What follows belongs to an exercise in optimizing a design on an open flow for small area; a production flow would make more cautious choices.
The RTL was checked by simulation tests, not by an equivalence proof against the original design.
Power is estimated from default activity; no workload was simulated.

--- run.sh ---
#!/bin/bash
# synth_recipe.tcl (not shown) runs the flow's synth.tcl, then flattens the netlist and writes it again
# the make line also repeats each setting of config.mk as NAME=value (left out here)
make -C /OpenROAD-flow-scripts/flow DESIGN_CONFIG=/design/flow/config.mk WORK_HOME=/design/flow/orfs CLKGATE_MAP_FILE= SYNTH_SCRIPT=/design/flow/synth_recipe.tcl finish
--- config.mk ---
export PLATFORM = sky130hd
export DESIGN_NAME = mem_moc_responder
export DESIGN_NICKNAME = mem_moc_responder
export VERILOG_FILES = /design/flow/design.v
export SDC_FILE = /design/flow/constraint.sdc
export NUM_CORES = 4
export LEC_CHECK = 0
export ABC_AREA = 1
export CAP_MARGIN = 20
export CORE_MARGIN = 2
export CORE_UTILIZATION = 65
export CTS_BUF_LIST = sky130_fd_sc_hd__clkbuf_4
export CTS_CLUSTER_DIAMETER = 40
export CTS_CLUSTER_SIZE = 8
export PLACE_DENSITY = 0.75
export SLEW_MARGIN = 20
--- constraint.sdc ---
create_clock -name core_clock -period 10.0 [get_ports {Clk}]
set_input_delay 2.0000 -clock core_clock [delete_from_list [all_inputs] [get_ports {Clk}]]
set_output_delay 2.0000 -clock core_clock [all_outputs]
set_load 0.01 [all_outputs]
--- design.v ---
package mem_pkg;
    localparam logic [1:0] DT_BYTE = 2'b00;
    localparam logic [1:0] DT_HALF = 2'b01;
    localparam logic [1:0] DT_WORD = 2'b10;
    localparam logic [1:0] DT_RSVD = 2'b11;
    typedef enum logic [1:0] {
        StIdle  = 2'd0,
        StBusy1 = 2'd1,
        StBusy2 = 2'd2,
        StDone  = 2'd3
    } state_t;
endpackage
module mem_byte_array (
    input  logic        Clk,
    input  logic [31:0] we,      
    input  logic [31:0] wdata,   
    input  logic [31:0] rsel,    
    output logic [31:0] rdata    
);
    for (genvar j = 0; j < 4; j++) begin : g_lane
        logic [63:0] ring_a, ring_b;   
        logic [71:0] rd;                
        for (genvar g = 0; g < 8; g++) begin : g_ring
            always_ff @(posedge Clk) begin
                ring_a[8*g +: 8] <= we[8*j+g] ? wdata[8*j +: 8] : ring_b[8*g +: 8];
                ring_b[8*g +: 8] <= ring_a[8*g +: 8];
            end
        end
        assign rd[7:0] = 8'd0;
        for (genvar g = 0; g < 8; g++) begin : g_tap
            assign rd[8*(g+1) +: 8] = rd[8*g +: 8] | (ring_a[8*g +: 8] & {8{rsel[8*j+g]}});
        end
        assign rdata[8*j +: 8] = rd[64 +: 8];
    end
endmodule
module mem_moc_responder #(
    parameter int unsigned LATENCY = 2,
    parameter int unsigned DEPTH   = 64
) (
    input  logic        Clk,
    input  logic        Reset_n,
    input  logic        MFA,
    input  logic        RW,
    input  logic [1:0]  DataType,
    input  logic        SignExt,
    input  logic [5:0]  Address,
    input  logic [31:0] DataIn,
    output logic [31:0] DataOut,
    output logic        MOC,
    output logic        Err
);
    mem_pkg::state_t state_q;
    logic            moc_q;
    logic [31:0]     dout_q;
    logic            rw_q, sext_q;
    logic [1:0]      dt_q;
    logic [5:0]      addr_q;
    logic [31:0]     data_q;
    logic            phase_q;   
    logic            wpend_q;   
    logic            in_idle, in_busy1, in_busy2, in_done, fault;
    logic            do_write, do_read, commit;
    logic [1:0]      rot;
    logic [31:0]     rot_in, rot_out, tap, rd_word;
    logic [31:0]     we, rsel;
    logic [3:0]      lane_en, lane_late, out_late;
    assign in_idle  = (state_q == mem_pkg::StIdle);
    assign in_busy1 = (state_q == mem_pkg::StBusy1);
    assign in_busy2 = (state_q == mem_pkg::StBusy2);
    assign in_done  = (state_q == mem_pkg::StDone);
    assign fault    = (dt_q == mem_pkg::DT_RSVD);
    assign do_write = in_busy2 && MFA && !rw_q && !fault;
    assign do_read  = in_busy2 && MFA &&  rw_q && !fault;
    assign commit   = do_write || wpend_q;
    for (genvar j = 0; j < 4; j++) begin : g_lane
        logic [3:0] row;
        logic [1:0] k;
        assign row = addr_q[5:2] + {3'd0, (addr_q[1:0] > 2'(j))};
        assign k   = 2'(j) - addr_q[1:0];
        assign lane_en[j] = (dt_q == mem_pkg::DT_WORD) ||
                            ((dt_q == mem_pkg::DT_HALF) && !k[1]) ||
                            ((dt_q == mem_pkg::DT_BYTE) && (k == 2'd0));
        assign lane_late[j] = row[0] ^ phase_q;
        for (genvar g = 0; g < 8; g++) begin : g_ring
            assign rsel[8*j+g] = !in_idle && (row[3:1] == 3'(g));
            assign we[8*j+g]   = commit && lane_en[j] && lane_late[j] && (row[3:1] == 3'(g));
        end
    end
    assign rot    = in_idle ? (2'd0 - Address[1:0]) : addr_q[1:0];
    assign rot_in = ({32{in_idle}} & DataIn) | tap;
    always_comb begin
        case (rot)
            2'd0:    rot_out = rot_in;
            2'd1:    rot_out = {rot_in[7:0],  rot_in[31:8]};
            2'd2:    rot_out = {rot_in[15:0], rot_in[31:16]};
            default: rot_out = {rot_in[23:0], rot_in[31:24]};
        endcase
        case (addr_q[1:0])
            2'd0:    out_late = lane_late;
            2'd1:    out_late = {lane_late[0],   lane_late[3:1]};
            2'd2:    out_late = {lane_late[1:0], lane_late[3:2]};
            default: out_late = {lane_late[2:0], lane_late[3]};
        endcase
    end
    for (genvar m = 0; m < 4; m++) begin : g_out
        assign rd_word[8*m +: 8] = out_late[m] ? data_q[8*m +: 8] : rot_out[8*m +: 8];
    end
    mem_byte_array u_array (
        .Clk   (Clk),
        .we    (we),
        .wdata (data_q),
        .rsel  (rsel),
        .rdata (tap)
    );
    always_ff @(posedge Clk) begin
        phase_q <= !phase_q;
        wpend_q <= do_write;
        if (in_idle) begin
            rw_q   <= RW;
            dt_q   <= DataType;
            sext_q <= SignExt;
            addr_q <= Address;
        end
        if (in_idle || (in_busy1 && rw_q)) data_q <= rot_out;
    end
    always_ff @(posedge Clk or negedge Reset_n) begin
        if (!Reset_n) begin
            state_q <= mem_pkg::StIdle;
            moc_q   <= 1'b0;
            dout_q  <= 32'd0;
        end else begin
            moc_q <= in_done && MFA;
            if (do_read) begin
                case (dt_q)
                    mem_pkg::DT_BYTE: dout_q <= {{24{sext_q & rd_word[7]}}, rd_word[7:0]};
                    mem_pkg::DT_HALF: dout_q <= {{16{sext_q & rd_word[15]}}, rd_word[15:0]};
                    default:          dout_q <= rd_word;
                endcase
            end
            case (state_q)
                mem_pkg::StIdle:  if (MFA) state_q <= mem_pkg::StBusy1;
                mem_pkg::StBusy1: state_q <= MFA ? mem_pkg::StBusy2 : mem_pkg::StIdle;
                mem_pkg::StBusy2: state_q <= MFA ? mem_pkg::StDone  : mem_pkg::StIdle;
                default:          if (!MFA) state_q <= mem_pkg::StIdle;
            endcase
        end
    end
    assign DataOut = dout_q;
    assign MOC     = moc_q;
    assign Err     = moc_q && fault;
endmodule
==> results of run 1 <==
==> cells in the mapped netlist, drive strengths merged <==
master   count
nand2      733
dfxtp      514
o21ai      305
nor2       206
inv        170
nand3      150
nand4       96
clkbuf      52
edfxtp      42
buf         35
dfrtp       35
a21oi       34
or2         23
ha          18
nor3        12
and3         6
o21bai       6
o2111ai      4
o211ai       2
o221ai       2
a21boi       1
and2         1
clkinv       1
nor3b        1
==> power by group through the flow <==
stage | clock, W | sequential [W] | combinational [W]
2_1_floorplan | 0 | 0.00301 | 0.00137
3_3_place_gp | 0 | 0.00308 | 0.00208
3_5_place_dp | 0 | 0.00309 | 0.00211
4_1_cts | 0.00134 | 0.00304 | 0.00212
5_1_grt | 0.00144 | 0.00308 | 0.00235
6_report | 0.00133 | 0.00304 | 0.00217
==> metal layers <==
metal / up-vias / routed length [um] / part of all wire
met3: 122 / 3790 / 0.068
met5: - / 0 / 0
met1: 7920 / 24600 / 0.44
met4: 0 / 1960 / 0.035
li1: 8141 / - / -
met2: 674 / 25800 / 0.46
==> through the flow <==
| stage | util | area (um2) | setup WS [ns] | instances | power [W] |
|---|---|---|---|---|---|
| global route | 0.720 | 22800 | 4.59 | 2968 | 0.00686 |
| detailed placement | 0.691 | 21900 | 4.70 | 2850 | 0.00520 |
| finish | 0.720 | 22800 | 4.98 | 2968 | 0.00654 |
| CTS | 0.719 | 22800 | 5.06 | 2967 | 0.00650 |
| floorplan | - | 20900 | 6.48 | 2449 | 0.00438 |
| global placement | 0.691 | 21900 | 4.78 | 2850 | 0.00516 |
==> flip-flops by register name, summed over array words and instances, names as in the netlist <==
signal	cells
moc_q	1
dout_q	32
sext_q	1
wpend_q	1
phase_q	1
u_array.g_lane.ring_b	256
addr_q	6
state_q	2
dt_q	2
u_array.g_lane.ring_a	256
data_q	32
rw_q	1
==> cell type report <==
| type | count | area [um2] |
|---|---|---|
| diodes | 1 | 2.50 |
| clock buffers | 106 | 796 |
| clock inverters | 11 | 110 |
| fillers | 2515 | 8870 |
| inverters | 171 | 644 |
| multi-input cells | 1600 | 7440 |
| flip-flops and latches | 591 | 12400 |
| well taps | 402 | 503 |
| repair buffers | 86 | 836 |
==> kinds of logic (layout without fill, tap and decap cells) <==
kind of cell,after synthesis,count (layout)
other cells,0,1
compound gates,354,354
fa+ha+maj,18,18
buf+inv,258,374
simple gates,1228,1228
flops,591,591
==> final timing paths <==
| check | slack (ns) | to | startpoint |
|---|---|---|---|
| setup / recovery | 4.98 | dout_q[9] | state_q[0] |
| hold / removal | 0.33 | u_array.g_lane[0].ring_b[19] | u_array.g_lane[0].ring_a[19] |
| setup reg to reg | 4.98 | dout_q[9] | state_q[0] |
| hold reg to reg | 0.33 | u_array.g_lane[0].ring_b[19] | u_array.g_lane[0].ring_a[19] |
| max in group asynchronous | 8.06 | dout_q[5] | Reset_n |
| min in group asynchronous | 1.36 | dout_q[12] | Reset_n |
==> Flow_metrics.wiki, run 1 <==
{| class="wikitable"
! Metric !! Value
|-
| Instance count of the mapped netlist || 2449
|-
| Met1 Resource Use GR || 0.454
|-
| GRT Resource Usage Total || 0.336
|-
| Reg clk slew, reported paths || ~0.10 ns
|-
| Cell types occupying the most area after synthesis || sky130_fd_sc_hd__dfxtp_1 49%, sky130_fd_sc_hd__nand2_1 13%, sky130_fd_sc_hd__o21ai_0 7.2%
|-
| Run status || timing/DRC/antenna clean
|-
| Die Ht || 183 um
|-
| Vias in the first global route || ~16000
|-
| Switching fraction of total power || 0.399
|-
| Sequential Power Share || 0.466
|-
| Crit. End Element || flop
|-
| Initial DRC count || 1782
|-
| Worst path depth || 17
|-
| Final total negative setup slack || 0 ns
|-
| Gate power share || 0.331
|-
| Number of vias per cell after detailed routing || ~5.7
|-
| Crit path max-delay cell type || sky130_fd_sc_hd__buf_4
|-
| Congestion Overflow GR || 0
|-
| Crit path largest cell delay || about 0.7 ns
|-
| Number of buffers created by CTS || between 80 and 90
|-
| Core Footprint || between 0.03 and 0.04 mm2
|-
| Critical Path RT || ~11 ns
|-
| Max-slew headroom || 0.306
|-
| Top-area cell type share of the netlist area || 0.492
|-
| Type of the worst setup path || reg2reg
|-
| Number of port buffers || 78
|-
| Worst slew pin tran || ~1.0 ns
|-
| Cells along the critical path || inv_1, ha_2, buf_4, inv_4, or2_0, o21ai_1, inv_2, nor2_2, buf_4, nand2_1, nand2_1, inv_2, nand4_4, nand3_4, nand2_2, nor2_1, nor2_1
|-
| Post-route minimum period || 5.02 ns
|-
| Final weighted congestion in routability-driven placement || a little under 1
|-
| Setup violators final || 0
|-
| Number of antenna violations at the first check in global routing || 1
|-
| Fraction of synthesized area in multiplexers || 0
|-
| Synth Area in Adders || 0.0108
|-
| Leading area contributor after synthesis || sky130_fd_sc_hd__dfxtp_1
|-
| H-Tree Depth || 3
|-
| Layout cell share with drive strength beyond 1 || 0.0827
|-
| Signed area change from the synthesized netlist to the final layout || 8.74%
|-
| Number of nets produced by synthesis || between 2000 and 3000
|-
| TritonCTS clock tree || yes
|-
| Total standard cell area after synthesis || roughly 0.021 mm2
|-
| Clock insertion delay at the later pin of the skew report || 0.77 ns
|-
| Global-route met3 utilization || 0.0503
|-
| Compound-cell area share of the yosys netlist || 0.0870
|-
| Fin Clk Skew || around 0.044 ns
|-
| Syn Area/Cell || roughly 8.5 um2
|-
| Number of buffer and inverter instances along the worst setup path || 6
|-
| Most frequent cells in the layout || 716 x sky130_fd_sc_hd__nand2_1, 514 x sky130_fd_sc_hd__dfxtp_1, 301 x sky130_fd_sc_hd__o21ai_0
|-
| Count of TritonRoute iterations in the first routing pass || 8
|-
| Post-CTS resize count || 0
|-
| Overall routed net length || 56100 um
|-
| Proportion of power drawn by the clock network || 0.203
|-
| Setup repair after global routing missed its margin || false
|-
| Die X-Extent || approximately 180 um
|-
| Post-synthesis xor/xnor area fraction || 0
|-
| Number of cell instances on the worst register-to-register path || 17
|-
| Commonest non-fill, non-tap cell in the layout || sky130_fd_sc_hd__nand2_1
|-
| Global-route wire length before repair || ~90000 um
|-
| Max capacitance violation total || 0
|-
| Area enclosed by the die boundary || around 0.034 mm2
|-
| Hold Buf Count CTS || 0
|-
| Number of DRC violations after detailed routing || 0
|-
| Busiest layer in global routing || met2
|-
| Sink Count || between 500 and 600
|-
| Clock tree root driver cell || sky130_fd_sc_hd__clkbuf_4
|-
| Maximum clock frequency || ~200 MHz
|-
| GR Util met2 || 0.544
|-
| Net switching power || ~0.0026 W
|-
| Library cells used by synthesis || 41
|-
| Maximum number of pins on one net before global-route repair || 74
|-
| Floorplan row count || between 60 and 70
|-
| Type of origin of the critical path || flop
|-
| Max Slew Vio Count || 0
|-
| Largest fanout on the critical path || 73
|-
| Final hold slack || between 0.3 and 0.4 ns
|-
| Layout net count || ~2600
|-
| Count of cells along the worst hold path || 0
|-
| Post-DRT Antenna Nets || 0
|-
| Average wire per standard cell || roughly 19 um
|-
| Hold crit path type || reg2reg
|-
| Final hold violation count || 0
|-
| Synthesis Warnings || 2
|-
| Gate family responsible for the most delay along the worst path || buffers and inverters
|-
| Maximum resistive drop on vdd || 0.000193 V
|-
| Deepest clock path buffer count || 3
|-
| Initial Utilization || 0.662
|-
| Postcts setup bufs || 0
|-
| Largest family of logic cells by synthesized area || simple AND/OR/NAND/NOR gates
|-
| I/O pin count || slightly below 80
|-
| Area share of and/or/nand/nor cells after synthesis || 0.257
|-
| Cell internal pwr || ~0.0039 W
|-
| Pwr dens || approximately 290 mW/mm2
|-
| Data arrival time of the critical path || approximately 5.7 ns
|-
| Share of synthesized area occupied by flip-flops and latches || 0.594
|-
| Fin crit share || 0.502
|-
| Leakage power of the design || ~9.4 nW
|-
| Detailed-placement wirelength estimate || about 38000 um
|-
| Via count || ~17000
|-
| Register bit count reported by yosys || between 500 and 600
|}
==> run 2, diff against run 1 <==
==> flow/run.sh (new file) <==
#!/bin/bash
# Own layout flow: the standard synthesis, then an area-oriented re-mapping of
# the combinational logic only (every register keeps its name and cell type),
# then the standard floorplan-to-finish steps with small port buffers and a
# lighter clock tree. Each tool writes its full output to a log_*.log here.
set -euo pipefail
HERE=$(pwd)
FLOWDIR=$HERE/flow
RES=$HERE/orfs/results/$FLOW_PLATFORM/mem_moc_responder/base
LIB=$FLOW_HOME/platforms/sky130hd/lib/sky130_fd_sc_hd__tt_025C_1v80.lib

# 1. Standard synthesis.
bash standard.sh synth > $HERE/log_1_synth.log 2>&1
cp $RES/1_2_yosys.v $HERE/1_2_yosys.std.v

# 2. Re-map the combinational cells with ABC's area mapper, trying a few
#    scripts and keeping the smallest result. Registers are blackboxed so they
#    pass through untouched.
SCRIPTS=(
  "strash;dch -f;amap -F 5 -A 5"
  "strash;dc2;dch -f;amap -F 5 -A 5"
  "strash;&get -n;&deepsyn -T 150;&put;dch -f;amap -F 5 -A 5"
  "strash;dc2;&get -n;&deepsyn -T 150;&put;dc2;dch -f;amap -F 5 -A 5"
)
remap() {
  local i=$1 scr=$2
  echo "$scr" | tr ';' '\n' > $HERE/remap_$i.abc
  cat > $HERE/remap_$i.ys <<EOT
read_liberty -ignore_miss_func $LIB
blackbox $(cat $FLOWDIR/seq_cells.txt)
read_verilog $HERE/1_2_yosys.std.v
hierarchy -top $FLOW_TOP
flatten
rename -hide w:*.*
opt -purge
abc -liberty $LIB -dont_use *probe* -dont_use *lpflow* -dont_use *__conb* -script $HERE/remap_$i.abc
opt_clean -purge
hilomap -singleton -hicell sky130_fd_sc_hd__conb_1 HI -locell sky130_fd_sc_hd__conb_1 LO
splitnets
insbuf -buf sky130_fd_sc_hd__buf_4 A X
opt_clean -purge
stat -liberty $LIB
write_verilog -noattr -noexpr -nohex -nodec $HERE/remap_$i.v
EOT
  yosys -l $HERE/log_2_remap_$i.log $HERE/remap_$i.ys > /dev/null 2>&1 || true
}
for i in "${!SCRIPTS[@]}"; do remap $i "${SCRIPTS[$i]}" & done
wait
best=""; besta=""
for i in "${!SCRIPTS[@]}"; do
  a=$(grep -h "Chip area for module" $HERE/log_2_remap_$i.log 2>/dev/null | tail -1 | awk '{print $NF}')
  [[ -n "$a" && -s $HERE/remap_$i.v ]] || continue
  if [[ -z "$besta" ]] || awk "BEGIN{exit !($a < $besta)}"; then best=$i; besta=$a; fi
done
echo "remap: picked script $best, area $besta" > $HERE/log_2_remap_pick.log
cp $HERE/remap_$best.v $RES/1_2_yosys.v
rm -f $RES/1_synth.odb $RES/1_synth.sdc
bash standard.sh synth > $HERE/log_3_synth_odb.log 2>&1

# 3. Standard layout steps with smaller port buffers and clock tree settings.
bash standard.sh \
  "BUFFER_PORTS_ARGS=-buffer_cell sky130_fd_sc_hd__buf_1" \
  "CTS_ARGS=-sink_clustering_enable -repair_clock_nets -buf_list sky130_fd_sc_hd__clkbuf_4 -sink_clustering_size 10 -sink_clustering_max_diameter 50 -dont_use_dummy_load" \
  finish > $HERE/log_4_layout.log 2>&1
==> flow/seq_cells.txt (new file) <==
sky130_fd_sc_hd__dfbbn_1 sky130_fd_sc_hd__dfbbn_2 sky130_fd_sc_hd__dfbbp_1 sky130_fd_sc_hd__dfrbp_1 sky130_fd_sc_hd__dfrbp_2 sky130_fd_sc_hd__dfrtn_1 sky130_fd_sc_hd__dfrtp_1 sky130_fd_sc_hd__dfrtp_2 sky130_fd_sc_hd__dfrtp_4 sky130_fd_sc_hd__dfsbp_1 sky130_fd_sc_hd__dfsbp_2 sky130_fd_sc_hd__dfstp_1 sky130_fd_sc_hd__dfstp_2 sky130_fd_sc_hd__dfstp_4 sky130_fd_sc_hd__dfxbp_1 sky130_fd_sc_hd__dfxbp_2 sky130_fd_sc_hd__dfxtp_1 sky130_fd_sc_hd__dfxtp_2 sky130_fd_sc_hd__dfxtp_4 sky130_fd_sc_hd__dlclkp_1 sky130_fd_sc_hd__dlclkp_2 sky130_fd_sc_hd__dlclkp_4 sky130_fd_sc_hd__dlrbn_1 sky130_fd_sc_hd__dlrbn_2 sky130_fd_sc_hd__dlrbp_1 sky130_fd_sc_hd__dlrbp_2 sky130_fd_sc_hd__dlrtn_1 sky130_fd_sc_hd__dlrtn_2 sky130_fd_sc_hd__dlrtn_4 sky130_fd_sc_hd__dlrtp_1 sky130_fd_sc_hd__dlrtp_2 sky130_fd_sc_hd__dlrtp_4 sky130_fd_sc_hd__dlxbn_1 sky130_fd_sc_hd__dlxbn_2 sky130_fd_sc_hd__dlxbp_1 sky130_fd_sc_hd__dlxtn_1 sky130_fd_sc_hd__dlxtn_2 sky130_fd_sc_hd__dlxtn_4 sky130_fd_sc_hd__dlxtp_1 sky130_fd_sc_hd__edfxbp_1 sky130_fd_sc_hd__edfxtp_1 sky130_fd_sc_hd__lpflow_inputisolatch_1 sky130_fd_sc_hd__sdfbbn_1 sky130_fd_sc_hd__sdfbbn_2 sky130_fd_sc_hd__sdfbbp_1 sky130_fd_sc_hd__sdfrbp_1 sky130_fd_sc_hd__sdfrbp_2 sky130_fd_sc_hd__sdfrtn_1 sky130_fd_sc_hd__sdfrtp_1 sky130_fd_sc_hd__sdfrtp_2 sky130_fd_sc_hd__sdfrtp_4 sky130_fd_sc_hd__sdfsbp_1 sky130_fd_sc_hd__sdfsbp_2 sky130_fd_sc_hd__sdfstp_1 sky130_fd_sc_hd__sdfstp_2 sky130_fd_sc_hd__sdfstp_4 sky130_fd_sc_hd__sdfxbp_1 sky130_fd_sc_hd__sdfxbp_2 sky130_fd_sc_hd__sdfxtp_1 sky130_fd_sc_hd__sdfxtp_2 sky130_fd_sc_hd__sdfxtp_4 sky130_fd_sc_hd__sdlclkp_1 sky130_fd_sc_hd__sdlclkp_2 sky130_fd_sc_hd__sdlclkp_4 sky130_fd_sc_hd__sedfxbp_1 sky130_fd_sc_hd__sedfxbp_2 sky130_fd_sc_hd__sedfxtp_1 sky130_fd_sc_hd__sedfxtp_2 sky130_fd_sc_hd__sedfxtp_4
==> standard.sh (new file) <==
#!/bin/bash
# synth_recipe.tcl (not shown) runs the flow's synth.tcl, then flattens the netlist and writes it again
# the make line also repeats each setting of config.mk as NAME=value (left out here)
make -C /OpenROAD-flow-scripts/flow DESIGN_CONFIG=/design/flow/config.mk WORK_HOME=/design/flow/orfs CLKGATE_MAP_FILE= SYNTH_SCRIPT=/design/flow/synth_recipe.tcl "${@:-finish}"
--- a/config.mk
+++ b/config.mk
@@ -9,8 +9,6 @@
 export CAP_MARGIN = 20
 export CORE_MARGIN = 2
 export CORE_UTILIZATION = 65
-export CTS_BUF_LIST = sky130_fd_sc_hd__clkbuf_4
-export CTS_CLUSTER_DIAMETER = 40
-export CTS_CLUSTER_SIZE = 8
+export GPL_TIMING_DRIVEN = 0
 export PLACE_DENSITY = 0.75
 export SLEW_MARGIN = 20
removed: run.sh
==> run 2 against run 1 <==
Against the previous run:
- first-iteration DRC count fell by 8.4%
- die area fell by 15%
- sequential power rose by 3%
- still clean on timing, DRC and antenna
- largest cell class unchanged
- sequential share of layout area rose by 10 points
- highest routed layer unchanged
- area after synthesis fell by 15%
- count of clock-buffer cells in the layout fell by 37
- core utilization fell by 0.50 points
- clock skew rose by 0.026 ns
- via count fell by 22%
- synthesized cell count fell by 34%
==> Flow_metrics.wiki, run 2 <==
{| class="wikitable"
! Metric !! Value
|-
| Commonest non-fill, non-tap cell in the layout || sky130_fd_sc_hd__dfxtp_1
|-
| Number of port buffers || 78 (unchanged)
|-
| Setup repair after global routing missed its margin || false
|-
| Worst Setup EP || dout_q[19]
|-
| Crit. End Element || flop
|-
| Maximum resistive drop on vdd || 0.000170 V (-12%)
|-
| Overall power of the completed layout || 0.00494 W (-24%)
|-
| Sink Count || 591 (unchanged)
|-
| Layout Cells excl Fill || 2115 (-29%)
|-
| Launch point of the critical path || addr_q[5]
|-
| Max-slew headroom || 0.282 (-0.0245)
|-
| Total standard cell area after synthesis || 0.0177 mm2 (-15%)
|-
| Number of buffers created by CTS || 69 (-19%)
|-
| Worst slew pin tran || 1.07 ns (+0.0339 ns)
|-
| Fin crit share || 0.689 (+0.187)
|-
| Type of origin of the critical path || flop
|-
| Synthesis Warnings || 2 (unchanged)
|-
| Clock insertion delay at the later pin of the skew report || 0.73 ns (-0.04 ns)
|-
| Critical Path RT || 10.63 ns (-0.05 ns)
|-
| Vias in the first global route || 12618 (-23%)
|-
| Final weighted congestion in routability-driven placement || 0.993 (+2.1%)
|-
| Signed area change from the synthesized netlist to the final layout || 8.31%
|-
| H-Tree Depth || 3 (unchanged)
|-
| Post-CTS resize count || 0 (unchanged)
|-
| Startpoint of the worst hold path || u_array.g_lane[1].ring_a[13]
|-
| Run status || timing/DRC/antenna clean
|-
| Die X-Extent || 169 um (-7.8%)
|-
| Cell internal pwr || 0.00351 W (-11%)
|-
| Clock tree root driver cell || sky130_fd_sc_hd__clkbuf_4
|-
| Instance count of the mapped netlist || 1620 (-34%)
|-
| Leakage power of the design || 7.33 nW (-22%)
|-
| Overall routed net length || 45400 um (-19%)
|-
| Initial DRC count || 1633 (-8.4%)
|-
| Number of vias per cell after detailed routing || 6.20 (+9.2%)
|-
| Floorplan row count || 60 (-7.7%)
|-
| Largest registers || u_array.g_lane.ring_a x256, u_array.g_lane.ring_b x256
|-
| GRT Resource Usage Total || 0.319 (-0.0170)
|-
| Maximum number of pins on one net before global-route repair || 33 (-55%)
|-
| Deepest clock path buffer count || 3 (unchanged)
|-
| Fin Clk Skew || 0.0702 ns (+0.0264 ns)
|-
| Final total negative setup slack || 0 ns (unchanged)
|-
| Post-DRT Antenna Nets || 0 (unchanged)
|-
| Type of the worst setup path || reg2reg
|-
| Detailed-placement wirelength estimate || 30100 um (-22%)
|-
| I/O pin count || 79 (unchanged)
|-
| Initial Utilization || 0.660 (-0.00202)
|-
| Global-route wire length before repair || 70000 um (-20%)
|-
| Average wire per standard cell || 21.5 um (+14%)
|-
| Worst reg2reg endpoint || dout_q[19]
|-
| Gate power share || 0.159 (-0.172)
|-
| Postcts setup bufs || 0 (unchanged)
|-
| Largest fanout on the critical path || 16 (-78%)
|-
| Number of cell instances on the worst register-to-register path || 18 (+1)
|-
| Reg clk slew, reported paths || 0.11 ns (about the same)
|-
| Core utilization of the finished layout || 0.714 (-0.00504)
|-
| Hold crit path type || reg2reg
|-
| Pwr dens || 257 mW/mm2 (-10%)
|-
| Fillers || 2041 (-19%)
|-
| Slack of the worst reg-to-reg path || 3.11 ns (-1.87 ns)
|-
| Net switching power || 0.00143 W (-45%)
|-
| Most frequent cells in the layout || 514 x sky130_fd_sc_hd__dfxtp_1, 333 x sky130_fd_sc_hd__nor2_1, 273 x sky130_fd_sc_hd__a21oi_1
|-
| TritonCTS clock tree || yes
|-
| Max capacitance violation total || 0 (unchanged)
|-
| Setup violators final || 0 (unchanged)
|-
| Area enclosed by the die boundary || 0.0286 mm2 (-15%)
|-
| Maximum clock frequency || 145 MHz (-27%)
|-
| Final hold violation count || 0 (unchanged)
|-
| Final design area excluding fillers || 0.0192 mm2 (-16%)
|-
| Proportion of power drawn by the clock network || 0.206 (+0.003)
|-
| Syn Area/Cell || 10.9 um2 (+28%)
|-
| Via count || 13120 (-22%)
|-
| Number of nets produced by synthesis || 1665 (-34%)
|-
| Layout cell share with drive strength beyond 1 || 0.0632 (-0.0195)
|-
| Launching point of the worst reg2reg path || addr_q[5]
|-
| Switching fraction of total power || 0.290 (-0.109)
|-
| Congestion Overflow GR || 0 (unchanged)
|-
| Die Ht || 169 um (-7.8%)
|-
| Hold Buf Count CTS || 0 (unchanged)
|-
| Number of DRC violations after detailed routing || 0 (unchanged)
|-
| Post-route minimum period || 6.89 ns (+1.87 ns)
|-
| Post-place instance area || 0.0186 mm2 (-15%)
|-
| Core Footprint || 0.0269 mm2 (-15%)
|-
| Layout net count || 1820 (-30%)
|-
| Sequential Power Share || 0.634 (+0.168)
|-
| Number of antenna violations at the first check in global routing || 1 (unchanged)
|-
| Max Slew Vio Count || 0 (unchanged)
|-
| Count of TritonRoute iterations in the first routing pass || 6 (-2)
|-
| Number of placed cells counting well taps || 2045 (-28%)
|-
| Data arrival time of the critical path || 7.52 ns (+1.81 ns)
|}
-- run 2: layout make-up --
type                       instances  area [um2]  area share
tap                              341         427      0.0222
sequential                       591       12400       0.647
multi-input combinational        953        5120       0.267
clock buffer                      69         518      0.0270
inverter                          76         285      0.0149
antenna                            1        2.50    0.000130
timing repair buffer              84         419      0.0218
-- run 2: worst max-delay path: stages (launching register included) --
cell,delay [ns]
sky130_fd_sc_hd__edfxtp_1,0.64
sky130_fd_sc_hd__clkinv_1,0.44
sky130_fd_sc_hd__nor2_1,0.26
sky130_fd_sc_hd__clkinv_1,0.51
sky130_fd_sc_hd__nor2_1,0.66
sky130_fd_sc_hd__nor2_1,0.30
sky130_fd_sc_hd__nor2_1,0.83
sky130_fd_sc_hd__a222oi_1,0.21
sky130_fd_sc_hd__nand3_1,0.22
sky130_fd_sc_hd__o22a_1,0.19
sky130_fd_sc_hd__nor2_1,0.05
sky130_fd_sc_hd__a21oi_1,0.30
sky130_fd_sc_hd__nor2_1,0.07
sky130_fd_sc_hd__a21oi_1,0.27
sky130_fd_sc_hd__o21a_1,0.21
sky130_fd_sc_hd__or2_0,0.39
sky130_fd_sc_hd__o22a_1,0.30
sky130_fd_sc_hd__o21a_1,0.67
sky130_fd_sc_hd__o22a_1,0.26
-- run 2: how the worst min path moves through the flow --
stage / slack, ns / to / cells after the start
4_1_cts: 0.29 / u_array.g_lane[1].ring_b[13] / 0
6_report: 0.29 / u_array.g_lane[1].ring_b[13] / 0
3_3_place_gp: 0.33 / u_array.g_lane[2].ring_b[44] / 0
5_1_grt: 0.29 / u_array.g_lane[1].ring_b[37] / 0
2_1_floorplan: 0.33 / u_array.g_lane[3].ring_b[61] / 0
3_5_place_dp: 0.33 / u_array.g_lane[3].ring_b[61] / 0
-- run 2: metal layers --
metal | routed length [um] | GRT usage | up-vias
li1 | - | - | 6167
met1 | 19300 | 0.465 | 6219
met2 | 20200 | 0.483 | 629
met3 | 4550 | 0.0541 | 105
met4 | 1430 | 0.122 | 0
met5 | 0 | 0 | -
-- run 2: power groups by stage --
| stage | Clock (W) | Combinational, W | Sequential, W |
|---|---|---|---|
| global placement | 0 | 0.000730 | 0.00316 |
| CTS | 0.00103 | 0.000777 | 0.00313 |
| floorplan | 0 | 0.000482 | 0.00314 |
| finish | 0.00102 | 0.000788 | 0.00313 |
| detailed placement | 0 | 0.000771 | 0.00318 |
| global route | 0.00112 | 0.000868 | 0.00318 |
-- run 2: per-stage QoR --
| step | setup slack, ns | hold WS (ns) |
|---|---|---|
| 2_1_floorplan | 3.29 | 0.326 |
| 3_3_place_gp | -0.00883 | 0.332 |
| 3_5_place_dp | 3.57 | 0.333 |
| 4_1_cts | 3.52 | 0.291 |
| 5_1_grt | 2.94 | 0.288 |
| 6_report | 3.11 | 0.290 |
==> run 3, diff against run 2 <==
--- a/flow/run.sh
+++ b/flow/run.sh
@@ -17,10 +17,10 @@
 #    scripts and keeping the smallest result. Registers are blackboxed so they
 #    pass through untouched.
 SCRIPTS=(
-  "strash;dch -f;amap -F 5 -A 5"
+  "strash;dc2;&get -n;&deepsyn -T 150;&put;dc2;dch -f;amap -F 5 -A 5"
+  "strash;&get -n;&deepsyn -T 150;&put;dch -f;amap -F 5 -A 5"
+  "strash;dc2;&get -n;&deepsyn -T 150 -S 11;&put;dc2;dch -f;amap -F 5 -A 5"
   "strash;dc2;dch -f;amap -F 5 -A 5"
-  "strash;&get -n;&deepsyn -T 150;&put;dch -f;amap -F 5 -A 5"
-  "strash;dc2;&get -n;&deepsyn -T 150;&put;dc2;dch -f;amap -F 5 -A 5"
 )
 remap() {
   local i=$1 scr=$2
@@ -60,5 +60,5 @@
 # 3. Standard layout steps with smaller port buffers and clock tree settings.
 bash standard.sh \
   "BUFFER_PORTS_ARGS=-buffer_cell sky130_fd_sc_hd__buf_1" \
-  "CTS_ARGS=-sink_clustering_enable -repair_clock_nets -buf_list sky130_fd_sc_hd__clkbuf_4 -sink_clustering_size 10 -sink_clustering_max_diameter 50 -dont_use_dummy_load" \
+  "CTS_ARGS=-sink_clustering_enable -repair_clock_nets -buf_list sky130_fd_sc_hd__clkbuf_4 -sink_clustering_size 9 -sink_clustering_max_diameter 45 -dont_use_dummy_load" \
   finish > $HERE/log_4_layout.log 2>&1
--- a/config.mk
+++ b/config.mk
@@ -6,9 +6,9 @@
 export NUM_CORES = 4
 export LEC_CHECK = 0
 export ABC_AREA = 1
-export CAP_MARGIN = 20
+export CAP_MARGIN = 10
 export CORE_MARGIN = 2
 export CORE_UTILIZATION = 65
 export GPL_TIMING_DRIVEN = 0
 export PLACE_DENSITY = 0.75
-export SLEW_MARGIN = 20
+export SLEW_MARGIN = 10
==> run 3 against run 2 <==
Against the previous run:
- via count rose by 1.0%
- sequential power barely moved
- global-route usage rose by 0.060 points
- still clean
- combinational power barely moved
- first-iteration DRC count rose by 6.1%
- critical path type unchanged
- synthesized cell count did not move
- setup slack improved by 0.10 ns
- non-clock buffer count rose by 1
- routed wire length rose by 0.43%
- register-to-register slack improved by 0.10 ns
- highest routed layer unchanged
==> Flow_metrics.wiki, run 3 <==
{| class="wikitable"
! Metric !! Value
|-
| Leakage power of the design || 7.36 nW (+0.46%)
|-
| Largest registers || u_array.g_lane.ring_a x256, u_array.g_lane.ring_b x256
|-
| Run status || timing/DRC/antenna clean
|-
| I/O pin count || 79 (unchanged)
|-
| Crit. End Element || flop
|-
| Number of buffer and inverter instances along the worst setup path || 2 (unchanged)
|-
| GRT Resource Usage Total || 0.320 (+0.000605)
|-
| Post-route minimum period || 6.78 ns (-0.103 ns)
|-
| Initial Utilization || 0.660 (unchanged)
|-
| Maximum number of pins on one net before global-route repair || 33 (unchanged)
|-
| Cells along the critical path || clkinv_1, nor2_1, clkinv_1, nor2_1, nor2_1, nor2_1, a222oi_1, nand3_1, o22a_1, nor2_1, a21oi_1, nor2_1, a21oi_1, o21a_1, or2_0, o22a_1, o21a_1, o22a_1
|-
| Fin crit share || 0.678 (-0.0103)
|-
| Commonest non-fill, non-tap cell in the layout || sky130_fd_sc_hd__dfxtp_1
|-
| Proportion of power drawn by the clock network || 0.213 (+0.007)
|-
| Number of vias per cell after detailed routing || 6.24 (+0.67%)
|-
| Sink Count || 591 (unchanged)
|-
| Overall power of the completed layout || 0.00498 W (+0.77%)
|-
| Reg clk slew, reported paths || 0.10 ns (about the same)
|-
| Fin Clk Skew || 0.0755 ns (+0.00530 ns)
|-
| Critical Path RT || 10.59 ns (-0.04 ns)
|-
| Core utilization of the finished layout || 0.715 (about the same)
|-
| Clock tree root driver cell || sky130_fd_sc_hd__clkbuf_4
|-
| Deepest clock path buffer count || 3 (unchanged)
|-
| Initial DRC count || 1733 (+6.1%)
|-
| Via count || 13251 (+1.0%)
|-
| Area enclosed by the die boundary || 0.0286 mm2 (unchanged)
|-
| Synthesis Warnings || 2 (unchanged)
|-
| Switching fraction of total power || 0.290 (about the same)
|-
| Setup repair after global routing missed its margin || false
|-
| TritonCTS clock tree || yes
|-
| Hold crit path type || reg2reg
|-
| Worst setup margin || 3.22 ns (+0.103 ns)
|-
| Signed area change from the synthesized netlist to the final layout || 8.38% (about the same)
|-
| Sequential Power Share || 0.630 (-0.004)
|-
| Final hold violation count || 0 (unchanged)
|-
| Postcts setup bufs || 0 (unchanged)
|-
| Vias in the first global route || 12696 (+0.62%)
|-
| Max capacitance violation total || 0 (unchanged)
|-
| Number of DRC violations after detailed routing || 0 (unchanged)
|-
| Post-CTS resize count || 0 (unchanged)
|-
| Hold Buf Count CTS || 0 (unchanged)
|-
| Overall routed net length || 45600 um (+0.43%)
|-
| Syn Area/Cell || 10.9 um2 (unchanged)
|-
| Net switching power || 0.00145 W (+0.80%)
|-
| H-Tree Depth || 3 (unchanged)
|-
| Crit path max-delay cell type || sky130_fd_sc_hd__nor2_1
|-
| Final weighted congestion in routability-driven placement || 0.993 (unchanged)
|-
| Post-DRT Antenna Nets || 0 (unchanged)
|-
| Die Ht || 169 um (unchanged)
|-
| Number of antenna violations at the first check in global routing || 1 (unchanged)
|-
| Global-route wire length before repair || 70200 um (+0.28%)
|-
| Total standard cell area after synthesis || 0.0177 mm2 (unchanged)
|-
| Floorplan row count || 60 (unchanged)
|-
| Cell internal pwr || 0.00354 W (+0.76%)
|-
| Final total negative setup slack || 0 ns (unchanged)
|-
| Layout cell share with drive strength beyond 1 || 0.0584 (-0.00474)
|-
| Detailed-placement wirelength estimate || 30100 um (about the same)
|-
| Average wire per standard cell || 21.5 um (+0.10%)
|-
| Most repeated library cell on the critical path || sky130_fd_sc_hd__nor2_1
|-
| Type of origin of the critical path || flop
|-
| Die X-Extent || 169 um (unchanged)
|-
| Max Slew Vio Count || 0 (unchanged)
|-
| Type of the worst setup path || reg2reg
|-
| Clock insertion delay at the later pin of the skew report || 0.72 ns (about the same)
|-
| Gate family responsible for the most delay along the worst path || simple AND/OR/NAND/NOR gates
|-
| Number of placed cells counting well taps || 2046 (+0.049%)
|-
| Crit path largest cell delay || 0.86 ns (+0.03 ns)
|-
| Instance count of the mapped netlist || 1620 (unchanged)
|-
| Data arrival time of the critical path || 7.37 ns (-0.15 ns)
|-
| Congestion Overflow GR || 0 (unchanged)
|-
| Worst slew pin tran || 1.24 ns (+0.171 ns)
|-
| Count of TritonRoute iterations in the first routing pass || 9 (+3)
|-
| Most frequent cells in the layout || 514 x sky130_fd_sc_hd__dfxtp_1, 348 x sky130_fd_sc_hd__nor2_1, 273 x sky130_fd_sc_hd__a21oi_1
|-
| Core Footprint || 0.0269 mm2 (unchanged)
|-
| Max-slew headroom || 0.167 (-0.114)
|-
| Largest fanout on the critical path || 16 (unchanged)
|-
| Setup violators final || 0 (unchanged)
|-
| Layout Cells excl Fill || 2122 (+0.33%)
|-
| Number of nets produced by synthesis || 1665 (unchanged)
|-
| Maximum clock frequency || 147 MHz (+1.5%)
|-
| Layout net count || 1827 (+0.38%)
|-
| Gate power share || 0.158 (about the same)
|-
| Minimum setup slack after placement || 3.60 ns (+0.0228 ns)
|-
| Pwr dens || 259 mW/mm2 (+0.71%)
|-
| Number of buffers created by CTS || 75 (+8.7%)
|-
| Maximum resistive drop on vdd || 0.000172 V (+1.2%)
|-
| Number of port buffers || 78 (unchanged)
|}
-- run 3: layer usage --
layer | routed length, um | part of all wire | vias to the layer above | GRT usage
met3 | 4420 | 0.097 | 110 | 0.0508
met5 | 0 | 0 | - | 0
li1 | - | - | 6173 | -
met2 | 20300 | 0.45 | 618 | 0.486
met1 | 19500 | 0.43 | 6350 | 0.466
met4 | 1330 | 0.029 | 0 | 0.121
-- run 3: area by class of cell --
cell class / instances / area (um2)
Multi-Input combinational cell: 953 / 5090
Antenna cell: 1 / 2.50
Tap cell: 341 / 427
Timing Repair Buffer: 85 / 423
Fill cell: 2042 / 7660
Clock buffer: 75 / 563
Sequential cell: 591 / 12400
Inverter: 76 / 285
-- run 3: stage by stage --
step	hold slack (ns)	cell area [um2]
5_1_grt	0.320	19200
3_5_place_dp	0.333	18600
3_3_place_gp	0.332	18400
6_report	0.292	19200
2_1_floorplan	0.326	17700
4_1_cts	0.299	19200
-- run 3: path summary, 6_finish.rpt --
path / cells past startpoint / endpoint / slack (ns) / startpoint
setup / recovery: 18 / dout_q[23] / 3.22 / addr_q[5]
hold / removal: 0 / u_array.g_lane[2].ring_b[30] / 0.29 / u_array.g_lane[2].ring_a[30]
setup reg to reg: 18 / dout_q[23] / 3.22 / addr_q[5]
hold reg to reg: 0 / u_array.g_lane[2].ring_b[30] / 0.29 / u_array.g_lane[2].ring_a[30]
max in group asynchronous: 2 / dout_q[23] / 8.40 / Reset_n
min in group asynchronous: 1 / dout_q[4] / 1.11 / Reset_n
-- run 3: power groups by stage --
stage | logic, W | registers, W | clock network (W)
5_1_grt | 0.000864 | 0.00318 | 0.00116
2_1_floorplan | 0.000482 | 0.00314 | 0
4_1_cts | 0.000773 | 0.00313 | 0.00107
6_report | 0.000785 | 0.00314 | 0.00106
3_3_place_gp | 0.000730 | 0.00316 | 0
3_5_place_dp | 0.000767 | 0.00318 | 0
==> run 4, diff against run 3 <==
--- a/config.mk
+++ b/config.mk
@@ -8,7 +8,7 @@
 export ABC_AREA = 1
 export CAP_MARGIN = 10
 export CORE_MARGIN = 2
-export CORE_UTILIZATION = 65
+export CORE_UTILIZATION = 75
 export GPL_TIMING_DRIVEN = 0
-export PLACE_DENSITY = 0.75
+export PLACE_DENSITY = 0.85
 export SLEW_MARGIN = 10
==> run 4 against run 3 <==
Against the previous run:
- maximum frequency grew 0.23%
- clock skew decreased by 0.016 ns
- cell area fell by 0.16%
- critical endpoint is now dout_q[22]
- worst hold slack better by 0.012 ns
- largest power group unchanged
==> Flow_metrics.wiki, run 4 <==
{| class="wikitable"
! Metric !! Value
|-
| Run status || timing/DRC/antenna clean
|-
| Gate family responsible for the most delay along the worst path || simple AND/OR/NAND/NOR gates
|-
| Core utilization of the finished layout || 0.822 (+0.107)
|-
| Maximum clock frequency || 148 MHz (+0.23%)
|-
| Floorplan row count || 56 (-6.7%)
|-
| Clock tree root driver cell || sky130_fd_sc_hd__clkbuf_4
|-
| Initial Utilization || 0.760 (+0.100)
|-
| Clock insertion delay at the later pin of the skew report || 0.72 ns (about the same)
|-
| Fin Clk Skew || 0.0592 ns (-0.0163 ns)
|-
| Postcts setup bufs || 0 (unchanged)
|-
| Length of routed wiring on met1 || 18200 um (-6.8%)
|-
| Average wire per standard cell || 21.8 um (+1.4%)
|-
| Number of antenna violations at the first check in global routing || 1 (unchanged)
|-
| Max Slew Vio Count || 0 (unchanged)
|-
| Number of buffer and inverter instances along the worst setup path || 2 (unchanged)
|-
| Post-route minimum period || 6.77 ns (-0.0154 ns)
|-
| Largest registers || u_array.g_lane.ring_a x256, u_array.g_lane.ring_b x256
|-
| Type of the worst setup path || reg2reg
|-
| Met3 Routed Length || 5140 um (+16%)
|-
| GRT Resource Usage Total || 0.370 (+0.0508)
|-
| Vias in the first global route || 13122 (+3.4%)
|-
| Crit. End Element || flop
|-
| Area taken by flip-flops and latches || 0.0124 mm2 (unchanged)
|-
| Core Footprint || 0.0233 mm2 (-13%)
|-
| Post-CTS resize count || 0 (unchanged)
|-
| Layout Cells excl Fill || 2103 (-0.90%)
|-
| Via count || 13572 (+2.4%)
|-
| Max layer used || met4
|-
| TritonCTS clock tree || yes
|-
| Pwr dens || 261 mW/mm2 (+0.60%)
|-
| Die Ht || 158 um (-6.7%)
|-
| Most frequent cells in the layout || 514 x sky130_fd_sc_hd__dfxtp_1, 359 x sky130_fd_sc_hd__nor2_1, 273 x sky130_fd_sc_hd__a21oi_1
|-
| Sink Count || 591 (unchanged)
|-
| Fin crit share || 0.677 (-0.00154)
|-
| Leakage power of the design || 7.38 nW (+0.22%)
|-
| Minimum setup slack after placement || 3.61 ns (+0.0109 ns)
|-
| Layout net count || 1829 (+0.11%)
|-
| Syn Area/Cell || 10.9 um2 (unchanged)
|-
| Multi-input gate area in the final layout || 0.00506 mm2 (-0.54%)
|-
| Setup repair after global routing missed its margin || false
|-
| Critical Path RT || 10.63 ns (+0.04 ns)
|-
| Most repeated library cell on the critical path || sky130_fd_sc_hd__nor2_1
|-
| Final weighted congestion in routability-driven placement || 0.954 (-3.9%)
|-
| Number of port buffers || 78 (unchanged)
|-
| Total standard cell area after synthesis || 0.0177 mm2 (unchanged)
|-
| Overall routed net length || 45900 um (+0.54%)
|-
| Largest fanout on the critical path || 16 (unchanged)
|-
| Worst slew pin tran || 1.31 ns (+0.0654 ns)
|-
| Data arrival time of the critical path || 7.39 ns (+0.02 ns)
|-
| Die X-Extent || 158 um (-6.7%)
|-
| Commonest non-fill, non-tap cell in the layout || sky130_fd_sc_hd__dfxtp_1
|-
| Instance count of the mapped netlist || 1620 (unchanged)
|-
| Number of buffers created by CTS || 75 (unchanged)
|-
| Global-route wire length before repair || 70300 um (+0.13%)
|-
| I/O pin count || 79 (unchanged)
|-
| Crit path max-delay cell type || sky130_fd_sc_hd__nor2_1
|-
| Worst setup margin || 3.23 ns (+0.0154 ns)
|-
| Maximum resistive drop on vdd || 0.000173 V (+0.73%)
|-
| Layout cell share with drive strength beyond 1 || 0.0533 (-0.00512)
|-
| Hold crit path type || reg2reg
|-
| Number of vias per cell after detailed routing || 6.45 (+3.3%)
|-
| Final hold violation count || 0 (unchanged)
|-
| Max-slew headroom || 0.123 (-0.0438)
|-
| Signed area change from the synthesized netlist to the final layout || 8.21%
|-
| Cells along the critical path || clkinv_1, nor2_1, clkinv_1, nor2_1, nor2_1, nor2_1, a222oi_1, nand3_1, o22a_1, nor2_1, a21oi_1, nor2_1, a21oi_1, o21a_1, or2_0, o22a_1, o21a_1, o22a_1
|-
| Final total negative setup slack || 0 ns (unchanged)
|-
| Initial DRC count || 1643 (-5.2%)
|-
| Area enclosed by the die boundary || 0.0249 mm2 (-13%)
|-
| Synthesis Warnings || 2 (unchanged)
|-
| H-Tree Depth || 3 (unchanged)
|-
| Number of nets produced by synthesis || 1665 (unchanged)
|-
| Deepest clock path buffer count || 3 (unchanged)
|-
| Number of placed cells counting well taps || 2023 (-1.1%)
|-
| Post-DRT Antenna Nets || 0 (unchanged)
|-
| Maximum number of pins on one net before global-route repair || 33 (unchanged)
|-
| Type of origin of the critical path || flop
|-
| Reg clk slew, reported paths || 0.10 ns (about the same)
|-
| Max capacitance violation total || 0 (unchanged)
|-
| Routed met2 length || 21000 um (+3.3%)
|-
| Detailed-placement wirelength estimate || 30400 um (+0.85%)
|-
| Count of TritonRoute iterations in the first routing pass || 7 (-2)
|-
| Fillers || 1434 (-30%)
|-
| Hold Buf Count CTS || 0 (unchanged)
|-
| Number of DRC violations after detailed routing || 0 (unchanged)
|-
| Congestion Overflow GR || 0 (unchanged)
|-
| Setup violators final || 0 (unchanged)
|-
| Crit path largest cell delay || 0.78 ns (-0.08 ns)
|}
==> run 4: cell types whose count changed in the layout (fill, tap and decap cells not counted), sizes merged <==
cell	delta
buf	+2
diode	+1
==> run 4: layout make-up <==
type,instances,share of cell area
multi-input combinational,953,0.264
clock buffer,75,0.0294
sequential,591,0.648
timing repair buffer,87,0.0232
antenna,2,0.000261
tap,319,0.0208
inverter,76,0.0149
==> run 4: stage by stage <==
| step | area, um2 | total power [W] | hold WS, ns |
|---|---|---|---|
| floorplan | 17700 | 0.00362 | 0.326 |
| global placement | 18400 | 0.00388 | 0.331 |
| detailed placement | 18600 | 0.00395 | 0.335 |
| CTS | 19100 | 0.00498 | 0.306 |
| global route | 19200 | 0.00522 | 0.287 |
| finish | 19200 | 0.00500 | 0.304 |
==> run 4: final timing paths <==
path	to	slack, ns	cells after the start	from
setup / recovery	dout_q[22]	3.23	18	addr_q[5]
hold / removal	u_array.g_lane[0].ring_b[63]	0.30	0	u_array.g_lane[0].ring_a[63]
max in group asynchronous	dout_q[4]	8.33	2	Reset_n
min in group asynchronous	dout_q[3]	1.16	1	Reset_n
setup reg to reg	dout_q[22]	3.23	18	addr_q[5]
hold reg to reg	u_array.g_lane[0].ring_b[63]	0.30	0	u_array.g_lane[0].ring_a[63]
==> run 4: per-layer routing <==
metal  global-route usage  vias to the layer above
li1                     -                     6169
met1                0.506                     6465
met2                0.579                      802
met3               0.0843                      136
met4                0.148                        0
met5                    0                        -
==> run 4: report_power, final <==
group	switching [W]	internal, W	total [W]
clock network	0.000715	0.000347	0.00106
logic	0.000516	0.000282	0.000798
registers	0.000235	0.00291	0.00314
total	0.00147	0.00354	0.00500
==> run 5, diff against run 4 <==
--- a/design.v
+++ b/design.v
@@ -61,7 +61,7 @@
     logic            in_idle, in_busy1, in_busy2, in_done, fault;
     logic            do_write, do_read, commit;
     logic [1:0]      rot;
-    logic [31:0]     rot_in, rot_out, tap, rd_word;
+    logic [31:0]     rot_in, rot_mid, rot_out, tap, rd_word;
     logic [31:0]     we, rsel;
     logic [3:0]      lane_en, lane_late, out_late;
     assign in_idle  = (state_q == mem_pkg::StIdle);
@@ -89,12 +89,8 @@
     assign rot    = in_idle ? (2'd0 - Address[1:0]) : addr_q[1:0];
     assign rot_in = ({32{in_idle}} & DataIn) | tap;
     always_comb begin
-        case (rot)
-            2'd0:    rot_out = rot_in;
-            2'd1:    rot_out = {rot_in[7:0],  rot_in[31:8]};
-            2'd2:    rot_out = {rot_in[15:0], rot_in[31:16]};
-            default: rot_out = {rot_in[23:0], rot_in[31:24]};
-        endcase
+        rot_mid = rot[1] ? {rot_in[15:0], rot_in[31:16]} : rot_in;
+        rot_out = rot[0] ? {rot_mid[7:0], rot_mid[31:8]} : rot_mid;
         case (addr_q[1:0])
             2'd0:    out_late = lane_late;
             2'd1:    out_late = {lane_late[0],   lane_late[3:1]};
--- a/flow/run.sh
+++ b/flow/run.sh
@@ -50,6 +50,8 @@
 for i in "${!SCRIPTS[@]}"; do
   a=$(grep -h "Chip area for module" $HERE/log_2_remap_$i.log 2>/dev/null | tail -1 | awk '{print $NF}')
   [[ -n "$a" && -s $HERE/remap_$i.v ]] || continue
+  # A result far below the registers' own area means lost logic: skip it.
+  awk "BEGIN{exit !($a > 16500)}" || continue
   if [[ -z "$besta" ]] || awk "BEGIN{exit !($a < $besta)}"; then best=$i; besta=$a; fi
 done
 echo "remap: picked script $best, area $besta" > $HERE/log_2_remap_pick.log
--- a/config.mk
+++ b/config.mk
@@ -8,7 +8,7 @@
 export ABC_AREA = 1
 export CAP_MARGIN = 10
 export CORE_MARGIN = 2
-export CORE_UTILIZATION = 75
+export CORE_UTILIZATION = 65
 export GPL_TIMING_DRIVEN = 0
-export PLACE_DENSITY = 0.85
+export PLACE_DENSITY = 0.75
 export SLEW_MARGIN = 10
==> run 5 against run 4 <==
Against the previous run:
- worst hold slack improved by 0.022 ns
- sequential power fell by 8.3%
- routed wire length fell by 1.0%
- flip-flop and latch count did not move
- critical endpoint is now dout_q[11]
- largest power group unchanged
- highest routed layer unchanged
==> Flow_metrics.wiki, run 5 <==
{| class="wikitable"
! Metric !! Value
|-
| Number of DRC violations after detailed routing || 0 (unchanged)
|-
| Final hold violation count || 0 (unchanged)
|-
| Syn Area/Cell || 11.9 um2 (+8.3%)
|-
| Final hold slack || 0.326 ns (+0.0221 ns)
|-
| Maximum resistive drop on vdd || 0.000151 V (-13%)
|-
| Total standard cell area after synthesis || 0.0177 mm2 (about the same)
|-
| Slack of the worst reg-to-reg path || 4.33 ns (+1.10 ns)
|-
| Max capacitance violation total || 0 (unchanged)
|-
| Post-DRT Antenna Nets || 0 (unchanged)
|-
| TritonCTS clock tree || yes
|-
| Hold Buf Count CTS || 0 (unchanged)
|-
| Overall routed net length || 45400 um (-1.0%)
|-
| Type of the worst setup path || reg2reg
|-
| Initial DRC count || 1642 (-0.061%)
|-
| Vias in the first global route || 12407 (-5.4%)
|-
| Cell internal pwr || 0.00326 W (-7.8%)
|-
| Sink Count || 591 (unchanged)
|-
| Worst Setup EP || dout_q[11]
|-
| Number of cell instances on the worst register-to-register path || 13 (-5)
|-
| Number of port buffers || 78 (unchanged)
|-
| Initial Utilization || 0.659 (-0.100)
|-
| Floorplan row count || 60 (+7.1%)
|-
| Max-slew headroom || 0.154 (+0.0301)
|-
| Max Slew Vio Count || 0 (unchanged)
|-
| Pwr dens || 235 mW/mm2 (-9.8%)
|-
| Fin Clk Skew || 0.0523 ns (-0.00693 ns)
|-
| Fin crit share || 0.567 (-0.110)
|-
| I/O pin count || 79 (unchanged)
|-
| Number of buffers created by CTS || 75 (unchanged)
|-
| Gate power share || 0.126 (-0.034)
|-
| Hold crit path type || reg2reg
|-
| GRT Resource Usage Total || 0.318 (-0.0523)
|-
| Die X-Extent || 169 um (+7.2%)
|-
| Data arrival time of the critical path || 6.32 ns (-1.07 ns)
|-
| Final total negative setup slack || 0 ns (unchanged)
|-
| Post-CTS resize count || 0 (unchanged)
|-
| Clock tree root driver cell || sky130_fd_sc_hd__clkbuf_4
|-
| Critical Path RT || 10.64 ns (about the same)
|-
| Via count || 12771 (-5.9%)
|-
| Signed area change from the synthesized netlist to the final layout || 7.96%
|-
| Instance count of the mapped netlist || 1495 (-7.7%)
|-
| Count of TritonRoute iterations in the first routing pass || 6 (-1)
|-
| Detailed-placement wirelength estimate || 30400 um (about the same)
|-
| Average wire per standard cell || 22.8 um (+4.3%)
|-
| Deepest clock path buffer count || 3 (unchanged)
|-
| Postcts setup bufs || 0 (unchanged)
|-
| Number of antenna violations at the first check in global routing || 1 (unchanged)
|-
| Global-route wire length before repair || 69800 um (-0.78%)
|-
| Switching fraction of total power || 0.275 (-0.0179)
|-
| Launch point of the critical path || state_q[0]
|-
| Worst slew pin tran || 1.27 ns (-0.0449 ns)
|-
| Largest registers || u_array.g_lane.ring_a x256, u_array.g_lane.ring_b x256
|-
| Crit. End Element || flop
|-
| Leakage power of the design || 7.08 nW (-4.1%)
|-
| Largest fanout on the critical path || 32 (+16)
|-
| Layout cell share with drive strength beyond 1 || 0.0563 (+0.00295)
|-
| Worst reg2reg endpoint || dout_q[11]
|-
| Number of vias per cell after detailed routing || 6.40 (-0.81%)
|-
| Die Ht || 169 um (+7.2%)
|-
| Run status || timing/DRC/antenna clean
|-
| Proportion of power drawn by the clock network || 0.233 (+0.021)
|-
| Final weighted congestion in routability-driven placement || 0.916 (-4.0%)
|-
| Layout net count || 1700 (-7.1%)
|-
| Core Footprint || 0.0269 mm2 (+15%)
|-
| Post-route minimum period || 5.67 ns (-1.10 ns)
|-
| Launching point of the worst reg2reg path || state_q[0]
|-
| H-Tree Depth || 3 (unchanged)
|-
| Number of nets produced by synthesis || 1540 (-7.5%)
|-
| Area enclosed by the die boundary || 0.0286 mm2 (+15%)
|-
| Congestion Overflow GR || 0 (unchanged)
|-
| Setup violators final || 0 (unchanged)
|-
| Setup repair after global routing missed its margin || false
|-
| Reg clk slew, reported paths || 0.10 ns (about the same)
|-
| Net switching power || 0.00124 W (-16%)
|-
| Commonest non-fill, non-tap cell in the layout || sky130_fd_sc_hd__dfxtp_1
|-
| Sequential Power Share || 0.640 (+0.012)
|-
| Synthesis Warnings || 2 (unchanged)
|-
| Type of origin of the critical path || flop
|-
| Clock insertion delay at the later pin of the skew report || 0.72 ns (about the same)
|-
| Maximum clock frequency || 176 MHz (+19%)
|-
| Maximum number of pins on one net before global-route repair || 35 (+6.1%)
|-
| Most frequent cells in the layout || 514 x sky130_fd_sc_hd__dfxtp_1, 230 x sky130_fd_sc_hd__nor2_1, 159 x sky130_fd_sc_hd__a21oi_1
|}
[run 5: cell types whose count changed in the layout (fill, tap and decap cells not counted), sizes merged, moves of 9 or more]
cell	before	now
nand3	27	2
a21oi	273	159
a222oi	82	95
a22oi	10	0
clkinv	76	85
and3	1	30
nor2	367	238
o22a	38	145
[run 5: metal layers]
metal  GRT usage  up-vias  share of wire
li1            -     5901              -
met1       0.458     6184           0.43
met2       0.496      591           0.45
met3      0.0533       95          0.090
met4       0.103        0          0.026
met5           0        -              0
[run 5: layout make-up]
class | instances | area (um2)
Multi-Input combinational cell | 819 | 5020
Sequential cell | 591 | 12400
Inverter | 85 | 319
Clock buffer | 75 | 563
Timing Repair Buffer | 83 | 372
Fill cell | 2041 | 7740
Tap cell | 341 | 427
Antenna cell | 1 | 2.50
[run 5: worst min-delay path by stage]
stage | start | slack, ns | end | cells past startpoint
floorplan | u_array.g_lane[0].ring_a[14] | 0.33 | u_array.g_lane[0].ring_b[14] | 0
global route | u_array.g_lane[0].ring_a[11] | 0.31 | u_array.g_lane[0].ring_b[11] | 0
CTS | u_array.g_lane[3].ring_a[8] | 0.30 | u_array.g_lane[3].ring_b[8] | 0
finish | u_array.g_lane[3].ring_a[8] | 0.33 | u_array.g_lane[3].ring_b[8] | 0
detailed placement | u_array.g_lane[2].ring_a[18] | 0.34 | u_array.g_lane[2].ring_b[18] | 0
global placement | u_array.g_lane[0].ring_a[2] | 0.33 | u_array.g_lane[0].ring_b[2] | 0
[run 5: power by group through the flow]
| stage | Combinational, W | Clock (W) | Sequential [W] |
|---|---|---|---|
| after floorplan | 0.000339 | 0 | 0.00289 |
| after CTS | 0.000560 | 0.00106 | 0.00288 |
| final | 0.000568 | 0.00105 | 0.00288 |
| after detailed placement | 0.000557 | 0 | 0.00293 |
| after global routing | 0.000617 | 0.00116 | 0.00291 |
| after global placement | 0.000534 | 0 | 0.00292 |
[run 5: worst max-delay path, stage by stage, from the launching register on]
cell and delay, ns:
sky130_fd_sc_hd__dfrtp_1 0.43, sky130_fd_sc_hd__nor2_4 0.64, sky130_fd_sc_hd__buf_12 0.29, sky130_fd_sc_hd__clkinv_1 0.42, sky130_fd_sc_hd__o22ai_2 0.83, sky130_fd_sc_hd__buf_6 0.25
sky130_fd_sc_hd__clkinv_1 0.67, sky130_fd_sc_hd__o22a_1 0.45, sky130_fd_sc_hd__o21ai_0 0.29, sky130_fd_sc_hd__o32a_1 0.22, sky130_fd_sc_hd__o21a_1 0.19, sky130_fd_sc_hd__or2_0 0.46
sky130_fd_sc_hd__o22ai_1 0.28, sky130_fd_sc_hd__nor2_1 0.14
[run 5: stage by stage]
step | total power (W) | cell area, um2 | setup WS, ns | util | std cells
2_1_floorplan | 0.00323 | 17700 | 3.39 | - | 1495
6_report | 0.00450 | 19100 | 4.33 | 0.712 | 1995
5_1_grt | 0.00468 | 19100 | 4.00 | 0.712 | 1995
3_5_place_dp | 0.00348 | 18500 | 4.03 | 0.690 | 1918
3_3_place_gp | 0.00345 | 18400 | -0.704 | 0.686 | 1914
4_1_cts | 0.00450 | 19100 | 4.49 | 0.711 | 1993
==> run 6, diff against run 5 <==
--- a/design.v
+++ b/design.v
@@ -109,7 +109,8 @@
         .rdata (tap)
     );
     always_ff @(posedge Clk) begin
-        phase_q <= !phase_q;
+        if (phase_q) phase_q <= 1'b0;
+        else         phase_q <= 1'b1;
         wpend_q <= do_write;
         if (in_idle) begin
             rw_q   <= RW;
--- a/flow/run.sh
+++ b/flow/run.sh
@@ -20,7 +20,7 @@
   "strash;dc2;&get -n;&deepsyn -T 150;&put;dc2;dch -f;amap -F 5 -A 5"
   "strash;&get -n;&deepsyn -T 150;&put;dch -f;amap -F 5 -A 5"
   "strash;dc2;&get -n;&deepsyn -T 150 -S 11;&put;dc2;dch -f;amap -F 5 -A 5"
-  "strash;dc2;dch -f;amap -F 5 -A 5"
+  "strash;dc2;&get -n;&deepsyn -T 150 -S 33;&put;dc2;dch -f;amap -F 5 -A 5"
 )
 remap() {
   local i=$1 scr=$2
==> run 6 against run 5 <==
Against the previous run:
- area after synthesis decreased by 0.45%
- clock skew decreased by 0.0071 ns
- routed wire length increased by 2.0%
- largest cell class unchanged
- power increased by 0.79%
- global-route usage increased by 0.55 points
- register-to-register slack improved by 0.08 ns
- cell area about the same
- flip-flop and latch count unchanged
- combinational power increased by 9.7%
- largest power group unchanged
- sequential share of layout area about the same
==> Flow_metrics.wiki, run 6 <==
{| class="wikitable"
! Metric !! Value
|-
| Run status || timing/DRC/antenna clean
|-
| Maximum clock frequency || 179 MHz (+1.5%)
|-
| Initial Utilization || 0.658 (-0.00114)
|-
| Syn Area/Cell || 11.1 um2 (-6.7%)
|-
| Max Slew Vio Count || 0 (unchanged)
|-
| Number of vias per cell after detailed routing || 6.31 (-1.4%)
|-
| Maximum number of pins on one net before global-route repair || 33 (-5.7%)
|-
| Reg clk slew, reported paths || 0.09 ns (about the same)
|-
| Hold crit path type || reg2reg
|-
| Number of port buffers || 78 (unchanged)
|-
| Layout net count || 1803 (+6.1%)
|-
| Core Footprint || 0.0268 mm2 (-0.28%)
|-
| Most repeated library cell on the critical path || sky130_fd_sc_hd__clkinv_1
|-
| H-Tree Depth || 3 (unchanged)
|-
| Signed area change from the synthesized netlist to the final layout || 8.39%
|-
| Number of cell instances on the worst register-to-register path || 15 (+2)
|-
| Proportion of power drawn by the clock network || 0.233 (about the same)
|-
| Launching point of the worst reg2reg path || addr_q[3]
|-
| Minimum setup slack after placement || 4.06 ns (+0.0343 ns)
|-
| Cells along the critical path || clkinv_1, a31oi_1, o22ai_1, clkinv_1, nand2_1, nor2_1, a222oi_1, nand3_1, o22ai_1, a21oi_1, clkinv_1, a22oi_1, o21a_1, a31o_1, o22a_1
|-
| GRT Resource Usage Total || 0.324 (+0.00552)
|-
| Average wire per standard cell || 22.1 um (-3.0%)
|-
| Synthesis Warnings || 2 (unchanged)
|-
| Setup violators final || 0 (unchanged)
|-
| Floorplan row count || 60 (unchanged)
|-
| Number of nets produced by synthesis || 1640 (+6.5%)
|-
| Worst slew pin tran || 1.28 ns (+0.0132 ns)
|-
| Number of buffers created by CTS || 76 (+1.3%)
|-
| Commonest non-fill, non-tap cell in the layout || sky130_fd_sc_hd__dfxtp_1
|-
| I/O pin count || 79 (unchanged)
|-
| Largest registers || u_array.g_lane.ring_a x256, u_array.g_lane.ring_b x256
|-
| Global-route wire length before repair || 70600 um (+1.1%)
|-
| Crit path max-delay cell type || sky130_fd_sc_hd__nor2_1
|-
| Die Ht || 169 um (-0.22%)
|-
| Number of DRC violations after detailed routing || 0 (unchanged)
|-
| Overall power of the completed layout || 0.00454 W (+0.79%)
|-
| Fin crit share || 0.559 (-0.00849)
|-
| Sequential Power Share || 0.630 (-0.010)
|-
| Worst-case hold path end point || u_array.g_lane[1].ring_b[32]
|-
| Switching fraction of total power || 0.283 (+0.00726)
|-
| Worst reg2reg endpoint || dout_q[18]
|-
| Clock insertion delay at the later pin of the skew report || 0.72 ns (about the same)
|-
| Slack of the worst reg-to-reg path || 4.41 ns (+0.08 ns)
|-
| Type of origin of the critical path || flop
|-
| Count of cells along the worst hold path || 0 (unchanged)
|-
| Pwr dens || 237 mW/mm2 (+0.85%)
|-
| Max-slew headroom || 0.145 (-0.00885)
|-
| Net switching power || 0.00128 W (+3.4%)
|-
| Max capacitance violation total || 0 (unchanged)
|}
## run 6: cell count changes in the layout (fill, tap and decap cells not counted), sizes merged, moves of 4 or more
cell and change:
a21oi +115, nor2 +115, o22a -113, nand3 +34, and3 -28, nand2 -9
a222oi +8, clkinv -6, o22ai -6, or3 -4
## run 6: worst max-delay path: cells and delay by family, from the launching register on
kind                   cells  cell delay [ns]
DFF                        1             0.56
and+or+nand+nor            3             1.03
AOI/OAI and AO/OA          9             3.29
buffers and inverters      3             0.60
## run 6: metrics by stage
stage                     setup TNS, ns  instances  hold slack [ns]
after floorplan                       0       1595            0.330
after global placement           -19.63       2014            0.332
after detailed placement              0       2019            0.335
after CTS                             0       2095            0.325
after global routing                  0       2098            0.333
final                                 0       2098            0.328
## run 6: cell type report
type / instances / area [um2]
Clock buffer: 76 / 571
Inverter: 79 / 297
Timing Repair Buffer: 85 / 418
Sequential cell: 591 / 12400
Tap cell: 341 / 427
Antenna cell: 1 / 2.50
Multi-Input combinational cell: 925 / 4980
Fill cell: 2025 / 7680
## run 6: worst max-delay path by stage
stage / start / endpoint / slack [ns] / cells after the start
floorplan: state_q[0] / dout_q[14] / 3.42 / 13
global placement: state_q[0] / dout_q[26] / -0.86 / 10
detailed placement: Address[0] / dout_q[18] / 4.06 / 14
CTS: addr_q[3] / dout_q[18] / 4.56 / 15
global route: addr_q[3] / dout_q[18] / 4.13 / 15
finish: addr_q[3] / dout_q[18] / 4.41 / 15
## run 6: power groups by stage
stage          clock [W]  combinational [W]  sequential [W]
2_1_floorplan          0           0.000360         0.00287
3_3_place_gp           0           0.000579         0.00289
3_5_place_dp           0           0.000606         0.00290
4_1_cts          0.00107           0.000610         0.00285
5_1_grt          0.00116           0.000676         0.00288
6_report         0.00106           0.000623         0.00286
## run 6: metal layers
layer | part of all wire | up-vias | wire length [um] | track usage
met5 | 0 | - | 0 | 0
met4 | 0.039 | 0 | 1800 | 0.142
met3 | 0.092 | 121 | 4270 | 0.0697
met2 | 0.44 | 656 | 20500 | 0.489
met1 | 0.43 | 6377 | 19800 | 0.454
li1 | - | 6086 | - | -

## static timing again, ports no longer ideal
The flow's constraints put no driver on any port. The routed layouts listed below were extracted and timed again, unchanged, in two steps.
Step 1, drivers: a clkbuf_16 drives Clk and a buf_2 each remaining input, both assumed.
Step 2, shift: input delay + t, output delay - t, t = (earliest + latest rising clock arrival at the registers) / 2. This alone moves slack from input paths to output paths.
Slacks: ideal / step 1 / step 2; pairs: ideal / step 1.
run | t (ns) | slack for setup (ns)
run 1 | 0.798 | 4.978 / 4.978 / 4.589
run 2 | 0.746 | 3.113 / 3.113 / 3.113
run 3 | 0.734 | 3.216 / 3.216 / 3.216
run 4 | 0.734 | 3.231 / 3.231 / 3.231
run 5 | 0.736 | 4.328 / 4.328 / 3.890
run 6 | 0.743 | 4.413 / 4.413 / 3.889
After both steps setup and hold are still met in every run listed.
